Source: an optimization exercise on an open RTL-to-GDS flow (aim: small area and a short achievable clock period). Production flows keep margins and buffers that such runs may drop.
Only simulation tests tie the RTL to the original design; equivalence was not proved.
Power is estimated from default activity; no workload was simulated.

Setup of nickel:
## rob_top
module rob_top
(
   input  logic       clock,
   input  logic       reset,
   input  logic       dispatch_valid_a,
   input  logic       dispatch_valid_b,
   input  logic [4:0] opcode_a,
   input  logic [4:0] opcode_b,
   input  logic [5:0] told_a,
   input  logic [5:0] told_b,
   output logic       dispatch_ready,
   output logic [4:0] rob_idx_a,
   output logic [4:0] rob_idx_b,
   input  logic       cdb_valid_a,
   input  logic       cdb_valid_b,
   input  logic       cdb_valid_c,
   input  logic       cdb_valid_d,
   input  logic [4:0] cdb_idx_a,
   input  logic [4:0] cdb_idx_b,
   input  logic [4:0] cdb_idx_c,
   input  logic [4:0] cdb_idx_d,
   output logic       retire_en_a,
   output logic       retire_en_b,
   output logic [5:0] retire_told_a,
   output logic [5:0] retire_told_b,
   output logic [1:0] retire_count,
   output logic       rob_full,
   output logic       rob_almost_full,
   output logic       rob_empty,
   output logic [4:0] rob_head,
   output logic [4:0] rob_tail,
   output logic [5:0] rob_count
);
   logic [4:0] head;
   logic [4:0] nh;          
   logic [4:0] nh1;         
   logic [4:0] tail;
   logic [4:0] tail_p1;     
   logic [5:0] count;
   logic       ready;
   logic       full;
   logic       almost_full;
   logic       empty;
   logic [1:0] rc;
   logic       en_a, en_b;
   logic [5:0] rt_a, rt_b;
   logic [15:0] cpl_e, cpl_o;
   logic [15:0] st_e,  st_o;
   logic [5:0]  told_e [16];
   logic [5:0]  told_o [16];
   logic       alloc_a, alloc_b;
   logic [1:0] accept;
   assign alloc_a = dispatch_valid_a & ready;
   assign alloc_b = dispatch_valid_b & ready;
   assign accept  = {alloc_a & alloc_b, alloc_a ^ alloc_b};
   logic       wen_e, wen_o;
   logic       wst_e, wst_o;
   logic [5:0] wtold_e, wtold_o;
   assign wen_e   = tail[0] ? alloc_b : alloc_a;
   assign wen_o   = tail[0] ? alloc_a : alloc_b;
   assign wst_e   = tail[0] ? (opcode_b == 5'd0) : (opcode_a == 5'd0);
  ...
Settings: LEC_CHECK=0, CAP_MARGIN=20, CORE_MARGIN=2, CORE_UTILIZATION=60, CTS_CLUSTER_DIAMETER=60, CTS_CLUSTER_SIZE=18, SETUP_SLACK_MARGIN=3.25, SLEW_MARGIN=20, TNS_END_PERCENT=0; clock period 5.5 ns.
standard.sh (not shown) runs the stock make flow with config.mk's settings and CLKGATE_MAP_FILE= SYNTH_SCRIPT=/design/flow/synth_recipe.tcl, a recipe that flattens the netlist after the stock synthesis.
==> flow/flow/run.sh <==
#!/bin/bash
# Standard ORFS layout, with plain buffers on the ports instead of the delay
# buffers buffer_ports picks by default, and sizing free to change a cell's
# footprint.
set -euo pipefail
cd "$(dirname "$0")/.."
export BUFFER_PORTS_ARGS="-buffer_cell sky130_fd_sc_hd__buf_2"
bash standard.sh MATCH_CELL_FOOTPRINT=0 finish > orfs_make.log 2>&1
nickel finished every stage and its layout cleared the timing, design-rule and antenna checks.
Here is what was changed in the inputs of violet compared with nickel.
Settings: a change of SETUP_SLACK_MARGIN from 3.25 to 3.5; a deleted CTS_CLUSTER_SIZE that had been 18; a deleted CTS_CLUSTER_DIAMETER that had been 60; a deleted TNS_END_PERCENT that had been 0.
--- outcome ---
violet vs nickel: wire length of the first global-routing pass up by a few percent. Diff violet..nickel | remaining routing DRC violations | unchanged. nickel has a lower wire length than violet.
[inputs] ember vs violet
Settings: SETUP_SLACK_MARGIN: 3.5 -> 3.0; CTS_CLUSTER_DIAMETER: unset -> 80; CTS_CLUSTER_SIZE: unset -> 24; TNS_END_PERCENT: unset -> 10.
### Flow results
Delta (ember minus violet): count of filler cells inserted in the layout rose 427, share of the cycle needed by the critical path after routing saw a decrease, final period demand of the worst path now smaller, total of cells resized after clock tree synthesis moved down.
On critical path depth, the lower figure sits with ember, not violet.
Summary of ember over violet: final hold slack down 4.3 ps, overall power after layout down 24%.
Modified inputs, sierra compared to ember
Settings: CTS_CLUSTER_DIAMETER changed from 80 to 60; TNS_END_PERCENT changed from 10 to 0; CTS_CLUSTER_SIZE changed from 24 to 14; CTS_BUF_LIST newly set to sky130_fd_sc_hd__clkbuf_8; SETUP_SLACK_MARGIN changed from 3.0 to 3.25.
--- outcome ---
Total power density per cell area of sierra falls short of that of ember slightly.
Any difference in combinational cell fraction of total power between sierra and ember is small enough to ignore.
In sierra relative to ember, post-layout instance count excluding filler cells had gone up slightly.
## Diff of input files: harbor against sierra
Settings: CTS_BUF_LIST: sky130_fd_sc_hd__clkbuf_8 -> unset; CORE_UTILIZATION: 60 -> 50; CTS_CLUSTER_DIAMETER: 60 -> 80; CTS_CLUSTER_SIZE: 14 -> 24.
### Flow results
Register-to-register slack was lower in the run labelled sierra.
For sierra, the start point of the critical path was nh[2]$_SDFFE_PP0P_, unlike harbor, where it was nh[3]$_SDFFE_PP0P_.
Instance count of the mapped netlist essentially unchanged between harbor and sierra.
harbor: final worst slack higher than sierra
Going from sierra to harbor, height of the die increased by about 9% relative to the old numbers; number of non-clock buffers in the layout up 11; fraction of the cycle the final worst path needs moved down.
met2 demand-to-capacity share in global routing down 6.3 points in harbor wrt sierra


## build 83
Starting RTL as in the previous note.
## rob_top
module rob_top
(
   input  logic       clock,
   input  logic       reset,
   input  logic       dispatch_valid_a,
   input  logic       dispatch_valid_b,
   input  logic [4:0] opcode_a,
   input  logic [4:0] opcode_b,
   input  logic [5:0] told_a,
   input  logic [5:0] told_b,
   output logic       dispatch_ready,
   output logic [4:0] rob_idx_a,
   output logic [4:0] rob_idx_b,
   input  logic       cdb_valid_a,
   input  logic       cdb_valid_b,
   input  logic       cdb_valid_c,
   input  logic       cdb_valid_d,
   input  logic [4:0] cdb_idx_a,
   input  logic [4:0] cdb_idx_b,
   input  logic [4:0] cdb_idx_c,
   input  logic [4:0] cdb_idx_d,
   output logic       retire_en_a,
   output logic       retire_en_b,
   output logic [5:0] retire_told_a,
   output logic [5:0] retire_told_b,
   output logic [1:0] retire_count,
   output logic       rob_full,
   output logic       rob_almost_full,
   output logic       rob_empty,
   output logic [4:0] rob_head,
   output logic [4:0] rob_tail,
   output logic [5:0] rob_count
);
   logic [4:0] head;
   logic [4:0] nh;          
   logic [4:0] nh1;         
   logic [4:0] tail;
   logic [4:0] tail_p1;     
   logic [5:0] count;
   logic       ready;
   logic       full;
   logic       almost_full;
   logic       empty;
   logic [1:0] rc;
   logic       en_a, en_b;
   logic [5:0] rt_a, rt_b;
   logic [15:0] cpl_e, cpl_o;
   logic [15:0] st_e,  st_o;
   logic [5:0]  told_e [16];
   logic [5:0]  told_o [16];
   logic       alloc_a, alloc_b;
   logic [1:0] accept;
  ...
Settings: LEC_CHECK=0, CAP_MARGIN=20, CORE_MARGIN=2, CORE_UTILIZATION=60, CTS_CLUSTER_DIAMETER=80, CTS_CLUSTER_SIZE=24, SETUP_SLACK_MARGIN=3.0, SLEW_MARGIN=20, TNS_END_PERCENT=0; clock period 5.5 ns.
==> flow/flow/run.sh <==
#!/bin/bash
# Standard ORFS layout, with plain buffers on the ports instead of the delay
# buffers buffer_ports picks by default, and sizing free to change a cell's
# footprint.
set -euo pipefail
cd "$(dirname "$0")/.."
export BUFFER_PORTS_ARGS="-buffer_cell sky130_fd_sc_hd__buf_1"
bash standard.sh MATCH_CELL_FOOTPRINT=0 finish > orfs_make.log 2>&1
Build 83: no failed stages, no open violations at the end
Here is what was changed in the inputs of build 91 compared with build 83.
diff --git a/flow/flow/run.sh b/flow/flow/run.sh
--- a/flow/flow/run.sh
+++ b/flow/flow/run.sh
@@ -7 +7 @@
-export BUFFER_PORTS_ARGS="-buffer_cell sky130_fd_sc_hd__buf_1"
+export BUFFER_PORTS_ARGS="-buffer_cell sky130_fd_sc_hd__buf_2"
diff --git a/flow/config.mk b/flow/config.mk
--- a/flow/config.mk
+++ b/flow/config.mk
@@ -13 +13 @@
-export SETUP_SLACK_MARGIN = 3.0
+export SETUP_SLACK_MARGIN = 3.25
==> comparison <==
Build 91 and build 83 ended up with roughly the same clock skew. Build 91 | stages: all done | timing, DRC, antenna: all pass. Looking at overall power after layout across both flows, build 91 is the weaker of the two, with build 83 ahead. Final routed wirelength across all metal layers went up by a few percent going from build 83 to build 91. Clock-buffer cell count (build 91 vs. build 83) increases by a little under 10%. In build 91 the number of cells on the worst reg-to-reg path turned out 1 higher than in build 83. Re per-cell routed wire length: build 83 was lower than build 91.
## Diff of input files: build 88 against build 91
diff --git a/flow/config.mk b/flow/config.mk
--- a/flow/config.mk
+++ b/flow/config.mk
@@ -12,0 +13 @@
+export GPL_TIMING_DRIVEN = 0
## What came out
ready$_SDFF_PP1_ as the critical path capture point was reported by build 91, and rt_a[4]$_DFF_P_ by build 88. Net switching share of the total power of build 88 is on par with build 91. Build 88 and build 91 ended up with nearly the same power. Build 88 completed every stage of the flow, and the final layout passed the timing, design-rule and antenna checks. Portion of total power attributed to the clock network ends up lower on build 88.
The inputs of build 35 differ from those of build 88 as listed below.
diff --git a/flow/config.mk b/flow/config.mk
--- a/flow/config.mk
+++ b/flow/config.mk
@@ -10,0 +11 @@
+export CTS_BUF_LIST = sky130_fd_sc_hd__clkbuf_8 sky130_fd_sc_hd__clkbuf_16
@@ -13,2 +14 @@
-export GPL_TIMING_DRIVEN = 0
-export SETUP_SLACK_MARGIN = 3.25
+export SETUP_SLACK_MARGIN = 3.0
- For build 88, the capture point of the critical path was rt_a[4]$_DFF_P_, unlike build 35, where it was nh1[4]$_SDFFE_PP0P_.
- From build 88 to build 35 the numbers moved as follows: maximum fanout along the worst path moved down; fraction of area in registers moved up; net switching fraction of the power level.
- Build 35 vs build 88: fmax up by a few percent
- Between build 35 and build 88, the first-iteration DRC count figures differ only marginally.
Relative to build 35, the following input files were edited for build 70:
==> flow/flow/run.sh <==
#!/bin/bash
# Standard ORFS layout, but with plain buffers on the ports instead of the
# delay buffers buffer_ports picks by default.
set -euo pipefail
cd "$(dirname "$0")/.."
export BUFFER_PORTS_ARGS="-buffer_cell sky130_fd_sc_hd__buf_2"
bash standard.sh finish > orfs_make.log 2>&1
diff --git a/flow/config.mk b/flow/config.mk
--- a/flow/config.mk
+++ b/flow/config.mk
@@ -10,4 +10 @@
-export CORE_UTILIZATION = 60
-export CTS_BUF_LIST = sky130_fd_sc_hd__clkbuf_8 sky130_fd_sc_hd__clkbuf_16
-export CTS_CLUSTER_DIAMETER = 80
-export CTS_CLUSTER_SIZE = 24
+export CORE_UTILIZATION = 40
@@ -16 +12,0 @@
-export TNS_END_PERCENT = 0
### Flow results
Looking only at multi-input combinational area share, and setting everything else aside, the higher value of build 70 and build 35 goes to build 35. In terms of synthesized area, build 70 and build 35 differ only marginally. Diff build 70 and build 35: critical-path maximum fanout higher in build 70. Total track usage down 10 points in build 70 wrt build 35. STATUS final instance area: build 70 loses against build 35. The final layout from build 70, which completed every stage, passed the timing, design-rule and antenna checks at the end of the flow. Lower signed area change from the synthesized netlist to the final layout was reported by build 35, not build 70. Against build 35, first-pass GRT wire length in build 70 came out worse.
#### Input delta (build 51 over build 70)
==> flow/flow/run.sh <==
#!/bin/bash
# Standard ORFS layout, with plain buffers on the ports instead of the delay
# buffers buffer_ports picks by default, and sizing free to change a cell's
# footprint.
set -euo pipefail
cd "$(dirname "$0")/.."
export BUFFER_PORTS_ARGS="-buffer_cell sky130_fd_sc_hd__buf_2"
bash standard.sh MATCH_CELL_FOOTPRINT=0 finish > orfs_make.log 2>&1
diff --git a/flow/config.mk b/flow/config.mk
--- a/flow/config.mk
+++ b/flow/config.mk
@@ -10,2 +10,5 @@
-export CORE_UTILIZATION = 40
-export SETUP_SLACK_MARGIN = 3.0
+export CORE_UTILIZATION = 60
+export CTS_CLUSTER_DIAMETER = 80
+export CTS_CLUSTER_SIZE = 24
+export PLACE_DENSITY = 0.68
+export SETUP_SLACK_MARGIN = 3.25
@@ -12,0 +16 @@
+export TNS_END_PERCENT = 0
- Build 51: cell area after layout lower than build 70
- [build 51 vs build 70] headroom to the max-slew limit: lower in build 51
- Re average vias per placed instance: build 51 and build 70 aren't equal, and the lower value belongs to build 70.
- In build 51, the wire length of the first global-routing pass came out about 4% below the value in build 70.
- The higher layout overhead on the synthesized area came out of build 70.
- [compare] base=build 70 new=build 51: power dropped 1.3 mW; wire length saw a decrease; clock-buffer cell count -about 47%.
- Setup slack of the critical path after layout is lower on build 51
- Build 70 → build 51: overall die area fell by about 33%; global router's overall resource usage rose by 10 points.

afterwards: timing with drivers on the ports:
No port has a modelled driver above. Below, the same layouts with a new extraction and two added sets of constraints. Step 1 sets driving cells, clkbuf_16 on the clock port and buf_2 on the other inputs (assumed; they add their load-dependent delay and slew). Step 2 moves the port delays by t, midway between the first and last clock arrival at a register: inputs arrive t later, outputs are due t later. That takes back most of the time a late clock gives input paths. Slacks: no drivers / after step 1 / after step 2; pairs: no drivers / after step 1.
run	t, ns	setup WS [ns]	latest minus earliest clock arrival (ns)	worst slew at a driven data input, ns
nickel	0.599	2.861 / 2.861 / 2.381	0.022 / 0.022	0.05
violet	0.631	2.727 / 2.727 / 2.257	0.022 / 0.022	0.05
ember	0.560	2.832 / 2.832 / 2.383	0.022 / 0.022	0.04
sierra	0.625	2.838 / 2.838 / 2.316	0.025 / 0.025	0.05
harbor	0.549	2.891 / 2.891 / 2.377	0.016 / 0.016	0.05
build 83	0.558	2.731 / 2.731 / 2.342	0.037 / 0.038	0.03
build 91	0.560	2.875 / 2.875 / 2.407	0.038 / 0.037	0.05
build 88	0.557	2.785 / 2.785 / 2.318	0.032 / 0.033	0.06
build 35	0.559	2.842 / 2.842 / 2.414	0.027 / 0.027	0.05
build 70	0.555	2.873 / 2.873 / 2.363	0.016 / 0.017	0.11
build 51	0.550	2.862 / 2.861 / 2.461	0.014 / 0.015	0.03
After both steps setup and hold are still met in every run listed. For sierra, which loses most, drivers alone change the setup slack by 0.000 ns; drivers and shift together by -0.522 ns.
